This design comes from an exercise in tuning for small area and a short achievable clock period on the open sky130 flow, not from production work.
Function was checked by simulation only, so behaviour that the tests miss may differ from the original.
Power figures rest on the tool's default switching activity, not on a simulated workload.

== the baseline ==
==> module rob_decode, before the edit <==
module rob_decode (
    input  wire logic              valid_i,
    input  rob_pkg::rob_id_t       id_i,
    output logic [8-1:0]  sel_o
);
    logic [3:0] lo;
    logic [1:0] hi;
    rob_predecode predec (
        .valid_i (valid_i),
        .id_i    (id_i),
        .lo_o    (lo),
        .hi_o    (hi)
    );
    for (genvar e = 0; e < 8; e++) begin : gen_sel
        assign sel_o[e] = hi[e / 4] & lo[e % 4];
    end
endmodule
==> module rob_predecode, before the edit <==
module rob_predecode (
    input  wire logic              valid_i,
    input  rob_pkg::rob_id_t       id_i,
    output logic [3:0]             lo_o,
    output logic [1:0]             hi_o
);
    for (genvar k = 0; k < 4; k++) begin : gen_lo
        assign lo_o[k] = (id_i[1:0] == 2'(k));
    end
    assign hi_o[0] = valid_i & ~id_i[2];
    assign hi_o[1] = valid_i &  id_i[2];
endmodule
export LEC_CHECK = 0
export CAP_MARGIN = 20
export CORE_MARGIN = 2
export CORE_UTILIZATION = 40
export CTS_BUF_LIST = sky130_fd_sc_hd__clkbuf_2 sky130_fd_sc_hd__clkbuf_4 sky130_fd_sc_hd__clkbuf_8
export PLACE_DENSITY = 0.6
export SETUP_SLACK_MARGIN = 2.3
export SLEW_MARGIN = 20
export SYNTH_HIERARCHICAL = 1
create_clock -name core_clock -period 4.5 [get_ports {clk_i}]
standard.sh (not shown) runs the stock make flow with config.mk's settings and CLKGATE_MAP_FILE= SYNTH_SCRIPT=/design/flow/synth_recipe.tcl, a recipe that flattens the netlist after the stock synthesis.
==> flow/flow/run.sh <==
#!/bin/bash
# Layout flow: the standard flow (standard.sh) with two changes
#  - logic is mapped by ABC with an area-oriented script (flow/abc_area.script);
#    flip-flops are mapped before ABC, so the registers are the standard ones
#  - the port buffers are plain buf_1 cells
# Each tool's output goes to the log files ORFS writes under orfs/logs, and
# the whole run's output to flow_run.log here.
set -euo pipefail
here=$(pwd)
{
  printf 'proc abc {args} {\n'
  printf '  set i [lsearch $args -script]\n'
  printf '  if {$i >= 0} { lset args [expr {$i + 1}] %s }\n' "$here/flow/abc_area.script"
  printf '  yosys abc {*}$args\n'
  printf '}\n'
  cat "$here/synth_recipe.tcl"
} > "$here/own_synth.tcl"
sed "s|SYNTH_SCRIPT=[^ ]*|SYNTH_SCRIPT=$here/own_synth.tcl|" standard.sh > own_standard.sh
grep -q "SYNTH_SCRIPT=$here/own_synth.tcl" own_standard.sh
export BUFFER_PORTS_ARGS="-buffer_cell sky130_fd_sc_hd__buf_1"
bash own_standard.sh finish > flow_run.log 2>&1
==> flow/flow/abc_area.script <==
&get -n
&st
&dch
&nf -a
&put
Modified inputs, the candidate compared to the baseline
==> flow/design.v, changed modules only <==
module rob_decode (
    input  wire logic              valid_i,
    input  rob_pkg::rob_id_t       id_i,
    output logic [8-1:0]  sel_o
);
    for (genvar e = 0; e < 8; e++) begin : gen_sel
        assign sel_o[e] = valid_i & (id_i == rob_pkg::rob_id_t'(e));
    end
endmodule
// module rob_predecode removed
### Flow results
The candidate against the baseline; gate count after technology mapping is down by a few percent.
Between the baseline and the candidate, the flow reports detailed-routing wirelength on met1 decreasing by a few percent.
Comparing area added between synthesis and finish for the baseline and the candidate, the bigger number came from the candidate.
The candidate vs. the baseline: wire length reported by the detailed router has increased, DRC violation count after routing has remained practically unchanged, worst hold slack has decreased.

* * *

Starting RTL as in the previous note.
==> module retire_stage, before the edit <==
module retire_stage (
    input  wire logic clk_i,
    input  wire logic rst_ni,
    input  wire logic issue_valid_i,
    output logic      issue_ready_o,
    output logic      issue_id_valid_o,
    output rob_pkg::rob_id_t   issue_id_o,
    input  wire logic issue_id_ready_i,
    input  wire logic [4-1:0]             retire_valid_i,
    input  wire logic [4*3-1:0]   retire_id_i,
    input  wire logic [4*16-1:0] retire_data_i,
    output logic      commit_valid_o,
    output rob_pkg::rob_id_t   commit_id_o,
    output rob_pkg::rob_data_t commit_data_o,
    input  wire logic commit_ready_i
);
    rob_pkg::rob_id_t   last_id_q;    
    rob_pkg::rob_id_t   prev_head_q;  
    rob_pkg::rob_id_t   head_id;
    rob_pkg::rob_id_t   last_id_inc;
    logic               full_d;
    logic               not_full_q;    
    logic               issue_free_q;  
    logic               issue_valid_d;
    logic               empty_q;
    logic               issue_valid_q;
    logic               issue_in_ready;
    logic               alloc;
    logic               commit_valid_q;
    logic               commit_in_ready;
    logic               head_done;
    logic               head_ready;
    logic               pop;
    logic [8-1:0] head_sel;
    logic [8-1:0] load_sel;
    logic [8*16-1:0] mem_data;
    rob_pkg::rob_data_t commit_data_d;
    rob_pkg::rob_data_t commit_data_q;
    assign issue_in_ready = ~issue_valid_q | issue_id_ready_i;
    assign issue_ready_o  = issue_free_q | (not_full_q & issue_id_ready_i);
    assign alloc          = issue_valid_i & issue_ready_o;
    assign head_id     = rob_pkg::id_next(prev_head_q);
    assign last_id_inc = rob_pkg::id_next(last_id_q);
    for (genvar e = 0; e < 8; e++) begin : gen_head
        assign head_sel[e] = (head_id == rob_pkg::rob_id_t'(e));
    end
    rob_memory rob_memory0 (
        .clk_i       (clk_i),
        .rst_ni      (rst_ni),
        .wr_valid_i  (retire_valid_i),
        .wr_id_i     (retire_id_i),
        .wr_data_i   (retire_data_i),
        .head_sel_i  (head_sel),
        .clear_i     (pop),
        .head_done_o (head_done),
        .data_o      (mem_data)
    );
    assign head_ready      = ~empty_q & head_done;
    assign commit_in_ready = ~commit_valid_q | commit_ready_i;
    assign pop             = head_ready & commit_in_ready;
    always_comb begin
        full_d = ~not_full_q;
        if (alloc && !pop) begin
            full_d = (last_id_inc == prev_head_q);
        end else if (pop && !alloc) begin
            full_d = 1'b0;
        end
    end
    assign issue_valid_d = issue_in_ready ? alloc : issue_valid_q;
    always_ff @(posedge clk_i) begin
        if (!rst_ni) begin
            last_id_q      <= '1;
            prev_head_q    <= '1;
            not_full_q     <= 1'b1;
            issue_free_q   <= 1'b1;
            empty_q        <= 1'b1;
            issue_valid_q  <= 1'b0;
            commit_valid_q <= 1'b0;
        end else begin
            if (alloc) begin
                last_id_q <= last_id_inc;
            end
            if (pop) begin
                prev_head_q <= head_id;
            end
            if (alloc && !pop) begin
                empty_q <= 1'b0;
            end else if (pop && !alloc) begin
                empty_q <= (head_id == last_id_q);
            end
            not_full_q    <= ~full_d;
            issue_free_q  <= ~full_d & ~issue_valid_d;
            issue_valid_q <= issue_valid_d;
            if (commit_in_ready) begin
                commit_valid_q <= head_ready;
            end
        end
    end
    assign load_sel = head_sel & {8{commit_in_ready}};
    rob_select #(.N(8)) commit_mux (
        .sel_i  (load_sel),
        .hold_i (~commit_in_ready),
        .data_i (mem_data),
        .q_i    (commit_data_q),
        .d_o    (commit_data_d)
    );
    always_ff @(posedge clk_i) begin
        commit_data_q <= commit_data_d;
    end
    assign issue_id_valid_o = issue_valid_q;
    assign issue_id_o       = last_id_q;
    assign commit_valid_o   = commit_valid_q;
    assign commit_id_o      = prev_head_q;
    assign commit_data_o    = commit_data_q;
endmodule
clock: 4.5 ns
lec_check: 0
cap_margin: 20
core_margin: 2
core_utilization: 30
cts_buf_list: sky130_fd_sc_hd__clkbuf_2 sky130_fd_sc_hd__clkbuf_4 sky130_fd_sc_hd__clkbuf_8
place_density: 0.45
setup_slack_margin: 2.3
slew_margin: 20
synth_hierarchical: 1
Scripts as last shown in full above: flow/flow/run.sh, flow/flow/abc_area.script
==> next run, changes <==
--- a/flow/design.v
+++ b/flow/design.v
@@ -175,7 +175,6 @@
     logic               not_full_q;    
     logic               issue_free_q;  
     logic               issue_valid_d;
-    logic               empty_q;
     logic               issue_valid_q;
     logic               issue_in_ready;
     logic               alloc;
@@ -208,7 +207,7 @@
         .head_done_o (head_done),
         .data_o      (mem_data)
     );
-    assign head_ready      = ~empty_q & head_done;
+    assign head_ready      = head_done;
     assign commit_in_ready = ~commit_valid_q | commit_ready_i;
     assign pop             = head_ready & commit_in_ready;
     always_comb begin
@@ -226,7 +225,6 @@
             prev_head_q    <= '1;
             not_full_q     <= 1'b1;
             issue_free_q   <= 1'b1;
-            empty_q        <= 1'b1;
             issue_valid_q  <= 1'b0;
             commit_valid_q <= 1'b0;
         end else begin
@@ -235,11 +233,6 @@
             end
             if (pop) begin
                 prev_head_q <= head_id;
-            end
-            if (alloc && !pop) begin
-                empty_q <= 1'b0;
-            end else if (pop && !alloc) begin
-                empty_q <= (head_id == last_id_q);
             end
             not_full_q    <= ~full_d;
             issue_free_q  <= ~full_d & ~issue_valid_d;
The changed run finished clean.
Die area is lower by 1.6%.
Final area is lower by about 3%.
Combinational power is higher by 42%.
Count of clock-buffer cells in the layout is lower by 4.
Non-clock buffer count is lower by 4.
Global-route usage is lower by 0.17 points.
Total power is higher by 6.7%.
Setup slack gains 0.043 ns.

## separate check: timing with driven ports
In the flow no input, the clock included, has a driving cell. The finished layouts below were timed again as built, in two steps.
Step 1 (the two cells are an assumption about what drives the block):
set clk [get_ports {clk_i}]
set_driving_cell -lib_cell sky130_fd_sc_hd__clkbuf_16 $clk
set_driving_cell -lib_cell sky130_fd_sc_hd__buf_2 [delete_from_list [all_inputs] $clk]
Step 2 times the ports against the registers' clock, not the clock port: input delays grow and output delays shrink by t, the midpoint of the rising clock arrivals with the driver on.
a / b / c = no drivers / after step 1 / after step 2; a / b = the first two.
| run | t (ns) | setup slack, ns | worst setup path after step 2 | worst slew at a driven data input, ns | cell pins on the clock port's net |
|---|---|---|---|---|---|
| the baseline | 0.506 | 2.271 / 2.231 / 1.832 | input to register | 0.05 | 1 |
| the candidate | 0.512 | 2.258 / 2.233 / 1.763 | input to register | 0.05 | 1 |
| the first run of note 2 | 0.516 | 2.264 / 2.231 / 1.780 | input to register | 0.04 | 1 |
| the second run of note 2 | 0.498 | 2.307 / 2.301 / 1.831 | input to register | 0.03 | 1 |
After both steps setup and hold are still met in every run listed. The setup slack of the candidate, which loses most, moves by -0.025 ns with the drivers and by -0.495 ns with both steps.
